Source: an optimization exercise on an open RTL-to-GDS flow (aim: small area, a short achievable clock period and few clock cycles per item). Production flows keep margins and buffers that such runs may drop. Only simulation tests tie the RTL to the original design; equivalence was not proved.

==> design.v <==
package aesKeyPkg;
	typedef logic [31:0] word32;  
	typedef logic [127:0] aesKey128;  
	typedef logic [1407:0] expandedKey;  
	typedef logic [3:0] roundIndex;
	typedef logic [7:0] rconByte;
	localparam roundIndex numRounds = 4'd10;
	localparam int numWords = 14;
endpackage
`timescale 1ns/1ps
module sboxLookup(input [31:0] inWord, output [31:0] outWord);
  localparam [2047:0] SBOX = {
		128'h637c777bf26b6fc53001672bfed7ab76, 128'hca82c97dfa5947f0add4a2af9ca472c0,
		128'hb7fd9326363ff7cc34a5e5f171d83115, 128'h04c723c31896059a071280e2eb27b275,
		128'h09832c1a1b6e5aa0523bd6b329e32f84, 128'h53d100ed20fcb15b6acbbe394a4c58cf,
		128'hd0efaafb434d338545f9027f503c9fa8, 128'h51a3408f929d38f5bcb6da2110fff3d2,
		128'hcd0c13ec5f974417c4a77e3d645d1973, 128'h60814fdc222a908846eeb814de5e0bdb,
		128'he0323a0a4906245cc2d3ac629195e479, 128'he7c8376d8dd54ea96c56f4ea657aae08,
		128'hba78252e1ca6b4c6e8dd741f4bbd8b8a, 128'h703eb5664803f60e613557b986c11d9e,
		128'he1f8981169d98e949b1e87e9ce5528df, 128'h8ca1890dbfe6426841992d0fb054bb16};
  genvar b;
  generate for (b=0;b<4;b=b+1) begin : g
    wire [7:0] x = inWord[8*b +: 8];
    assign outWord[8*b +: 8] = SBOX[2047 - 8*x -: 8];
  end endgenerate
endmodule
`timescale 1ns/1ps
module keyLoader (
	input logic [3:0][31:0] words,  
	input logic [2:0] step,
	input aesKeyPkg::rconByte rconOdd,
	input aesKeyPkg::rconByte rconEven,
	output aesKeyPkg::word32 prevOdd,  
	output aesKeyPkg::word32 prevEven  
);
	aesKeyPkg::word32 fixOdd, fixEven;
	always_comb
	begin
		fixOdd = '0;
		fixEven = '0;
		case (step)
			3'd1:
			begin
				fixOdd = words[0] ^ words[1] ^ words[2];  
				fixEven = words[0];  
			end
			3'd2:
			begin
				fixOdd = words[2];  
			end
			default:
			begin
			end
		endcase
	end
	assign prevOdd = words[3] ^ fixOdd ^ {rconOdd, 24'h000000};
	assign prevEven = words[2] ^ fixEven ^ {rconEven, 24'h000000};
endmodule
`timescale 1ns/1ps
module roundKeyGenerator (
	input logic clock,
	input logic reset,
	input logic start,
	output logic shift,  
	output logic [2:0] step,  
	output aesKeyPkg::rconByte rconOdd,  
	output aesKeyPkg::rconByte rconEven,  
	output logic done
);
	logic running;
	logic [2:0] count;
	always_ff @(posedge clock)
	begin
		if (reset)
		begin
			running <= 1'b0;
			done <= 1'b0;
		end
		else if (start)
		begin
			running <= 1'b1;
			done <= 1'b0;
		end
		else if (running && count == 3'd5)
		begin
			running <= 1'b0;
			done <= 1'b1;
		end
	end
	always_ff @(posedge clock)
	begin
		if (start)
			count <= 3'd1;
		else if (running)
			count <= count + 3'd1;
	end
	always_comb
	begin
		case (count)
			3'd1: {rconOdd, rconEven} = 16'h0102;
			3'd2: {rconOdd, rconEven} = 16'h0408;
			3'd3: {rconOdd, rconEven} = 16'h1020;
			3'd4: {rconOdd, rconEven} = 16'h4080;
			3'd5: {rconOdd, rconEven} = 16'h1b36;
			default: {rconOdd, rconEven} = 16'h0000;
		endcase
	end
	assign shift = running;
	assign step = count;
endmodule
`timescale 1ns/1ps
module keyScheduleStore (
	input logic clock,
	input logic start,
	input logic shift,
	input logic [3:0][31:0] loadWords,
	input aesKeyPkg::word32 nextOdd,  
	input aesKeyPkg::word32 nextEven,  
	output logic [13:0][31:0] words
);
	always_ff @(posedge clock)
	begin
		if (start)
			words[3:0] <= loadWords;
		else if (shift)
			words[3:0] <= {words[1:0], nextOdd, nextEven};
	end
	always_ff @(posedge clock)
	begin
		if (shift)
			words[13:4] <= words[11:2];
	end
endmodule
`timescale 1ns/1ps
module keyExpansionTop (
	input logic clock,
	input logic reset,
	input logic start,
	input aesKeyPkg::aesKey128 cipherKey,
	output aesKeyPkg::expandedKey keyExp,
	output logic keyExpDone
);
	logic [13:0][31:0] words;  
	aesKeyPkg::word32 subOdd, subEven;
	aesKeyPkg::word32 prevOdd, prevEven;
	aesKeyPkg::word32 nextOdd, nextEven;
	aesKeyPkg::rconByte rconOdd, rconEven;
	logic [2:0] step;
	logic shift;
	roundKeyGenerator control (
		.clock(clock),
		.reset(reset),
		.start(start),
		.shift(shift),
		.step(step),
		.rconOdd(rconOdd),
		.rconEven(rconEven),
		.done(keyExpDone)
	);
	keyLoader tap (
		.words(words[3:0]),
		.step(step),
		.rconOdd(rconOdd),
		.rconEven(rconEven),
		.prevOdd(prevOdd),
		.prevEven(prevEven)
	);
	sboxLookup sboxOdd (
		.inWord({words[0][23:0], words[0][31:24]}),
		.outWord(subOdd)
	);
	assign nextOdd = prevOdd ^ subOdd;
	sboxLookup sboxEven (
		.inWord({nextOdd[23:0], nextOdd[31:24]}),
		.outWord(subEven)
	);
	assign nextEven = prevEven ^ subEven;
	keyScheduleStore store (
		.clock(clock),
		.start(start),
		.shift(shift),
		.loadWords(cipherKey),  
		.nextOdd(nextOdd),
		.nextEven(nextEven),
		.words(words)
	);
	aesKeyPkg::word32 a [0:10];
	aesKeyPkg::word32 b [0:10];
	aesKeyPkg::word32 c [0:10];
	aesKeyPkg::word32 d [0:10];
	assign d[0] = words[10];
	assign c[0] = words[11];
	assign b[0] = words[12];
	assign a[0] = words[13];
	assign d[1] = words[9];
	assign c[1] = d[1] ^ d[0];
	assign b[1] = c[1] ^ c[0];
	assign a[1] = c[1] ^ (b[0] ^ c[0]);
	for (genvar r = 2; r <= 10; r++)
	begin : g_round
		assign d[r] = words[10 - r];
		assign c[r] = d[r] ^ d[r - 1];
		assign b[r] = d[r] ^ d[r - 2];
		assign a[r] = c[r] ^ c[r - 2];
	end
	for (genvar r = 0; r <= 10; r++)
	begin : g_out
		assign keyExp[1407 - 128 * r -: 128] = {a[r], b[r], c[r], d[r]};
	end
endmodule
==> flow/run.sh <==
#!/bin/bash
# The standard layout, with the smallest buffer on every input and output
# port instead of the one buffer_ports picks by default, gate sizing free
# to change a cell's footprint, and timing repair aimed below the period.
set -euo pipefail
bash standard.sh "BUFFER_PORTS_ARGS=-buffer_cell sky130_fd_sc_hd__buf_1" MATCH_CELL_FOOTPRINT=0 SETUP_SLACK_MARGIN=4.6 finish > standard_flow.log 2>&1
==> standard.sh <==
#!/bin/bash
# synth_recipe.tcl (not shown) runs the flow's synth.tcl, then flattens the netlist and writes it again
# the make line also repeats each setting of config.mk as NAME=value (left out here)
make -C /OpenROAD-flow-scripts/flow DESIGN_CONFIG=/design/flow/config.mk WORK_HOME=/design/flow/orfs CLKGATE_MAP_FILE= SYNTH_SCRIPT=/design/flow/synth_recipe.tcl "${@:-finish}"
==> config.mk <==
export PLATFORM = sky130hd
export DESIGN_NAME = keyExpansionTop
export DESIGN_NICKNAME = keyExpansionTop
export VERILOG_FILES = /design/flow/design.v
export SDC_FILE = /design/flow/constraint.sdc
export NUM_CORES = 4
export LEC_CHECK = 0
export ABC_AREA = 1
export CAP_MARGIN = 20
export CORE_AREA = 2 2 458 458
export DIE_AREA = 0 0 460 460
export SLEW_MARGIN = 20
==> constraint.sdc <==
create_clock -name core_clock -period 10.0 [get_ports {clock}]
set_input_delay 2.0000 -clock core_clock [delete_from_list [all_inputs] [get_ports {clock}]]
set_output_delay 2.0000 -clock core_clock [all_outputs]
set_load 0.01 [all_outputs]
==> summary.txt <==
==> routing by layer <==
metal / up-vias / GRT usage (%) / wire length [um]
met4: 40 / 16.1 / 21900
li1: 27000 / - / -
met5: - / 3.67 / 1470
met2: 4841 / 51.1 / 164000
met1: 31300 / 46.4 / 161000
met3: 741 / 20.0 / 65400
==> final timing paths <==
check,end,cells past startpoint,startpoint
max,keyExp[867],3,store.words[291]
min,control.done,2,control.done
max reg2reg,store.words[9],25,store.words[26]
min reg2reg,control.done,2,control.done
==> repair_timing <==
action                                  CTS  global route
cloned                                    0             0
endpoints found under the setup margin   31            34
pin swaps                                 1             0
gates resized for setup                  24            52
hold endpoints to repair                  0             0
setup buffers                             4             4
==> through the flow <==
stage               instances  hold WS (ns)  instance area, sq um
floorplan                7267         0.472                 50100
global placement        11200         0.491                 58100
detailed placement      11200         0.503                 58100
CTS                     11300         0.518                 60400
global route            11300         0.541                 60700
finish                  11300         0.519                 60700
==> placed cells by master, fill, tap and decap left out, types with 49 or more instances in the layout <==
cell type     n
a21oi_1     177
edfxtp_1    448
inv_1       290
nand3_1    1832
o211ai_1     87
clkbuf_16    66
ha_1        109
nand2_2      94
nand2_1    1939
buf_4       146
o21ai_0     206
xnor2_1      49
buf_1      1535
xor2_1      972
nor2_1      262
==> cell families after synthesis <==
family                   count (synthesis)  share of synthesized area, %
AND/OR/NAND/NOR                       4224                          37.1
flip-flops                             453                          27.0
XOR/XNOR                              1044                          18.3
buffers and inverters                  820                          7.65
adder cells (fa/ha/maj)                116                          2.90
AO/OA/AOI/OAI                          610                          6.99
==> final cells by class <==
type                       count  area [sq um]  area share [%]
tap                         2704          3380            5.57
inverter                     344          1320            2.17
multi-input combinational   5994         33200            54.6
antenna                       24          60.1          0.0989
sequential                   453         13600            22.3
clock buffer                  73          1680            2.76
timing repair buffer        1699          7050            11.6
clock inverter                48           534           0.880
==> sequential cells by signal (all words and copies together), names as in the netlist <==
signal / count
store.words: 448
control.done: 1
control.count: 3
control.running: 1
==> worst max-delay path: cells and delay by family (launching register included) <==
kind	cells	cell delay [ns]
buffers and inverters	1	0.71
flip-flops	1	1.12
XOR/XNOR	2	0.95
==> flow_summary_export.csv <==
group,metric,value,unit
run,cap_violations,0,
placement,place_ws,4.13,ns
global_route,antenna_found_initial,57,
sta,setup_tns,0,ns
synth,synthTopCellsByCount,"nand2_1, nand3_1, xor2_1",
placement,gp_congestion,1.09,
clocking,numCtsBuffers,66,
sta,max_freq,0.181,GHz
detailed_routing,routed_wl,413,mm
synth,yosysUniqueCellTypes,51,
worst_setup_path,critical_path_peak_fanout,5,
status,outcome,"timing/DRC/antenna clean",
floorplan,die_h,460,um
floorplan,rows,167,
synth,ys_ff_latch,453,
synth,yosysTopAreaCell,"edfxtp_1",
finish,n_fill_cell,23300,
floorplan,start_util,24.2,%
placement,hpwlAfterDp,326,mm
worst_setup_path,cpMostUsedCell,"xor2_1",
finish,drive_gt1_share,5.81,%
synth,synth-edff-count,448,
detailed_routing,post_drt_wl_per_cell,36.5,um
clocking,clkSinkCount,453,
synth,syn_area,50100,sq um
worst_setup_path,cpPeakStageDelay,1.12,ns
synth,synth_cells,7267,
sta,worstMarginPinSlew,1.38,ns
sta,hold_viol,0,
worst_setup_path,r2r_setup_slack,4.65,ns
sta,slew_viol_final,0,
detailed_routing,ant_nets,0,
global_route,overflow,0,
finish,nets,8805,
synth,async_reset_ff_share,0,%
global_route,grt_pass1_vias,56400,
finish,finish.utilization,29.4,%
worst_setup_path,slowest_stage,"edfxtp_1",
clocking,path_clk_slew,0.06,ns
clocking,holdBufCountCts,0,
worst_setup_path,required,8.00,ns
clocking,cts-htree-levels,3,
finish,area_growth,21.2,%
global_route,grt_max_degree,90,
floorplan,die_area,212000,sq um
sta,slew_headroom,7.86,%
worst_hold_path,min_path_type,"flop to flop",
sta,fin_crit,5.54,ns
synth,seq_area_frac_synth,27.0,%
floorplan,ios,1540,
worst_setup_path,start_kind,"flop",
synth,yosys-top-cells-area,"edfxtp_1, nand3_1, xor2_1",
worst_setup_path,endpoint_kind,"primary output",
worst_setup_path,critPathKind,"flop to primary output",
synth,synth_area_per_cell,6.90,sq um
clocking,cts_tree,"built",
sta,grt_setup_unrepaired,"true",
sta,skew,0.0495,ns
worst_setup_path,worstPathArrival,3.54,ns
detailed_routing,drt_iter0_drc,11400,
clocking,clock_path_buffers,3,
detailed_routing,first_pass_iters,7,
synth,syn-num-nets,7514,
global_route,grt_pass1_wl,533,mm
detailed_routing,drc_errors,0,
synth,yosysWarnings,8,
sta,setup-violations-final,0,
sta,fin_crit_sh,55.4,%
floorplan,core_area,207000,sq um
synth,synth_top_area_share,26.8,%
detailed_routing,vias,63900,
floorplan,die_w,460,um
placement,io_buffers,1539,
synth,synth_most_common_cell,"nand2_1",
clocking,clk_latency,0.74,ns
detailed_routing,viasPerCell,5.63,
global_route,grtUsageTotal,37.0,%
clocking,cts_root_buf,"clkbuf_16",
sta,fin_ws,4.46,ns
worst_setup_path,path_cells,"xor2_1 > xor2_1 > buf_1",
synth,synthFlopType,"edfxtp_1",
Testbench counts, summed over its fixed seeds: cycles 4,800, keys 800.

port drivers added, routing unchanged:
No port has a modelled driver above. Below, the same layout with a new extraction and two added sets of constraints. Step 1: set_driving_cell puts a clkbuf_16 on clock and a buf_2 on each other input, an assumption about the parent block. Step 2, shift: input delay + t, output delay - t, t = (earliest + latest rising clock arrival at the registers) / 2. This alone moves slack from input paths to output paths. a / b / c = ideal / step 1 / step 2; a / b = the first two.
t (ns): 0.788
setup slack, ns: 4.462 / 4.394 / 4.649
clock arrival spread, ns: 0.049 / 0.050
slew at the worst register clock pin (ns): 0.08 / 0.08
pins driven straight from the clock port: 1
After both steps this run still meets setup and hold. For this run, drivers alone change the setup slack by -0.068 ns; drivers and shift together by +0.187 ns.
